Source: an optimization exercise on an open RTL-to-GDS flow (aim: small area, a short achievable clock period and few clock cycles per item). Production flows keep margins and buffers that such runs may drop. RTL that was checked went through simulation tests only; none was proved equivalent to the original.

// knight_blocked_lattice_path_count
module knight_blocked_lattice_path_count (
	input  logic               clk,
	input  logic               arst_n,
	input  logic               in_valid,
	output logic               in_stall,
	input  logic [COORD_W-1:0] target_x,
	input  logic [COORD_W-1:0] target_y,
	input  logic [COORD_W-1:0] knight_x,
	input  logic [COORD_W-1:0] knight_y,
	output logic               out_valid,
	input  logic               out_stall,
	output logic [COUNT_W-1:0] path_count
);
clock: 6.0 ns
lec_check: 0
cap_margin: 20
core_margin: 2
core_utilization: 40
cts_cluster_diameter: 110
cts_cluster_size: 24
place_density: 0.6
setup_slack_margin: 3.4
slew_margin: 20
run.sh (not shown) runs the stock make flow with config.mk's settings and CLKGATE_MAP_FILE= SYNTH_SCRIPT=/design/flow/synth_recipe.tcl, a recipe that flattens the netlist after the stock synthesis.
Testbench counts at the start, summed over its fixed seeds: cycles 17,016, items 1,600.
Rerun with:
--- a/flow/design.v
+++ b/flow/design.v
@@ -285,15 +285,15 @@
 	logic             inq, qpass, seek, hc0, kill;
 	logic [5:0]       hc, kc;
 	logic [4:0]       kn;
 	logic [5:0]       npend;
 	logic             npz, npo;
 	logic [5:0]       npend_p1, npend_m1;
 	logic             pass_q;
-	localparam int TW = (SP < 16) ? 4 : ((SP < 32) ? 5 : 6);
+	localparam int TW = $clog2(SP + 1);
 	logic [NSLOT-1:0][TW-1:0] tmr;
 	logic xf, xl, in_q, cur_pass, recirc, pass_ev, cap0, head, lastiss;
 	for (genvar i = 0; i < NSLOT; i++) begin : g_free
 		assign sfree[i] = (sst[i] == S_FREE);
 	end
 	assign xf       = x_first && !kill;
 	assign xl       = x_last && !kill;
Via count does not change.
Setup slack does not change.
Cell area is unchanged.
Clock skew is unchanged.
Worst hold slack does not change.
First-iteration DRC count stays the same.
Register-to-register slack stays flat.
Routed wire length stays the same.
Fmax stays the same.
Area after synthesis stays the same.
Function not checked in the second run of this note: the RTL went through the layout flow alone.

---

Another version of the RTL of knight_blocked_lattice_path_count (not shown whole).
For scale: roughly 9,100 cells after synthesis, about 2,900 flip-flops, roughly 85 I/O pins.
clock: 6.0 ns
lec_check: 0
cap_margin: 20
core_margin: 2
core_utilization: 40
cts_cluster_diameter: 110
cts_cluster_size: 24
place_density: 0.6
setup_slack_margin: 3.5
slew_margin: 20
Then changed:
--- a/flow/design.v
+++ b/flow/design.v
@@ -1,12 +1,12 @@
 package klpc_pkg;
 	localparam int GRID_SIZE = 32;
 	localparam int COORD_W   = 5;
 	localparam int COUNT_W   = 59;
-	localparam int NDIG = 13;
+	localparam int NDIG = 15;
 	localparam int KD0  = 3;
-	localparam int KD   = 5;
+	localparam int KD   = 4;
 	localparam int TD_W = 12;
 	localparam int NSLOT = 5;
 endpackage
 import klpc_pkg::*;
 module klpc_cell #(
The new run passed the timing, DRC and antenna checks. First-iteration DRC count decreases by 1.9%. Core utilization is lower by 1.9 points. Final cell count came out lower by about 0.3%. Routed wire length shrinks by about 7%. Worst setup slack is worse by 39 ps. Cell area goes down by 1.3%.
No functional check of the RTL was part of any run of this note.

--- another note on this design; it stands on its own ---

run a:
// knight_blocked_lattice_path_count
module knight_blocked_lattice_path_count (
	input  logic               clk,
	input  logic               arst_n,
	input  logic               in_valid,
	output logic               in_stall,
	input  logic [COORD_W-1:0] target_x,
	input  logic [COORD_W-1:0] target_y,
	input  logic [COORD_W-1:0] knight_x,
	input  logic [COORD_W-1:0] knight_y,
	output logic               out_valid,
	input  logic               out_stall,
	output logic [COUNT_W-1:0] path_count
);
Size in the first run: roughly 2600 flip-flops, ~120000 um2 of cells after synthesis.
Settings: LEC_CHECK=0, CAP_MARGIN=20, CORE_MARGIN=2, CORE_UTILIZATION=40, PLACE_DENSITY=0.6, SETUP_SLACK_MARGIN=3.55, SLEW_MARGIN=20; clock period 6.0 ns.
run.sh (not shown) runs the stock make flow with config.mk's settings and CLKGATE_MAP_FILE= SYNTH_SCRIPT=/design/flow/synth_recipe.tcl, a recipe that flattens the netlist after the stock synthesis.
Run a ran to completion and came out clean on the timing, DRC and antenna checks.
## Diff of input files: run b against run a
- CTS_CLUSTER_SIZE: unset -> 30
- CTS_CLUSTER_DIAMETER: unset -> 120
Results
The wire length after detailed routing number comes out lower for run b vs run a.
Run b vs run a — number of non-clock buffers climbed by more than 10%
Summary — final net count, run b relative to run a: lower, by 1.2%.
Taking run a as the reference, in run b overall track demand over capacity in global routing down 0.37 points, proportion of cell area occupied by multi-input gates went up, hold slack saw an increase.
Number of setup buffers added after CTS ended up 5 higher on run b than on run a.
No run of this note included a check of the RTL's function; only the layout flow was run.

v33:
knight_blocked_lattice_path_count, a different RTL version from the one above (not shown whole).
Size: about 9100 cells after synthesis, about 85 I/O pins, ~120000 um2 of cells after synthesis.
clock: 6.0 ns
lec_check: 0
cap_margin: 20
core_margin: 2
core_utilization: 50
cts_cluster_diameter: 110
cts_cluster_size: 24
place_density: 0.7
setup_slack_margin: 3.6
slew_margin: 20
v33 has completed all stages; timing, DRC and antenna checks passed.
Testbench counts of v33, summed over its fixed seeds: cycles 17,016, items 1,600.
## Diff of input files: v30 against v33
Settings: changing SETUP_SLACK_MARGIN from 3.6 to 3.4.
Results
Both conditions hold for v30: the flow ran to the end and the final layout passed the timing, DRC and antenna checks. Diff v30 and v33: diode insertion count for antenna repair lower in v30. v30: multi-input gate share of the layout cell area 0.43 points below v33. v30 has normalized max-slew margin below what v33 had.
Edits applied to the flow inputs when going from v30 to v29:
Settings: a change of SETUP_SLACK_MARGIN from 3.4 to 3.0.
==> comparison <==
Measured against each other, v29 and v30 differ in number of cell instances on the worst register-to-register path, the lower figure coming from v30. Fraction of layout cells with a size suffix above 1 in v29 is 1.8 points below v30. On area taken by flip-flops and latches, v29 tracks v30 almost exactly. Delta (v29 minus v30): via count of the first global-routing pass about even, total wire length fell 1900 um.

==> re-timing with driven ports <==
How much do the figures lean on ideal ports? The routed layouts below were timed once more, with nothing changed but the port constraints.
Step 1: set_driving_cell puts a clkbuf_16 on clk and a buf_2 on each other input, an assumption about the parent block.
Step 2 also shifts input and output timing later by t, the mid clock arrival at the registers, as if the neighbouring blocks saw the same clock.
Three values: no drivers, after step 1, after step 2; two values: the first two.
run	t (ns)	slack for setup (ns)	worst setup path after step 2
the first run of note 1	0.919	3.398 / 3.307 / 2.590	input to register
the second run of note 1	0.919	3.398 / 3.307 / 2.590	input to register
the first run of note 2	0.897	3.437 / 3.353 / 2.682	input to register
the second run of note 2	0.913	3.399 / 3.312 / 2.625	input to register
run a	0.968	3.365 / 3.267 / 3.004	input to register
run b	0.871	3.409 / 3.311 / 3.037	input to register
v33	0.892	3.402 / 3.317 / 2.758	input to register
v30	0.899	3.410 / 3.325 / 2.580	input to register
v29	0.893	3.073 / 2.990 / 2.312	input to register
After both steps every run listed still meets setup and hold. For v30, which loses most, drivers alone change the setup slack by -0.085 ns; drivers and shift together by -0.830 ns.
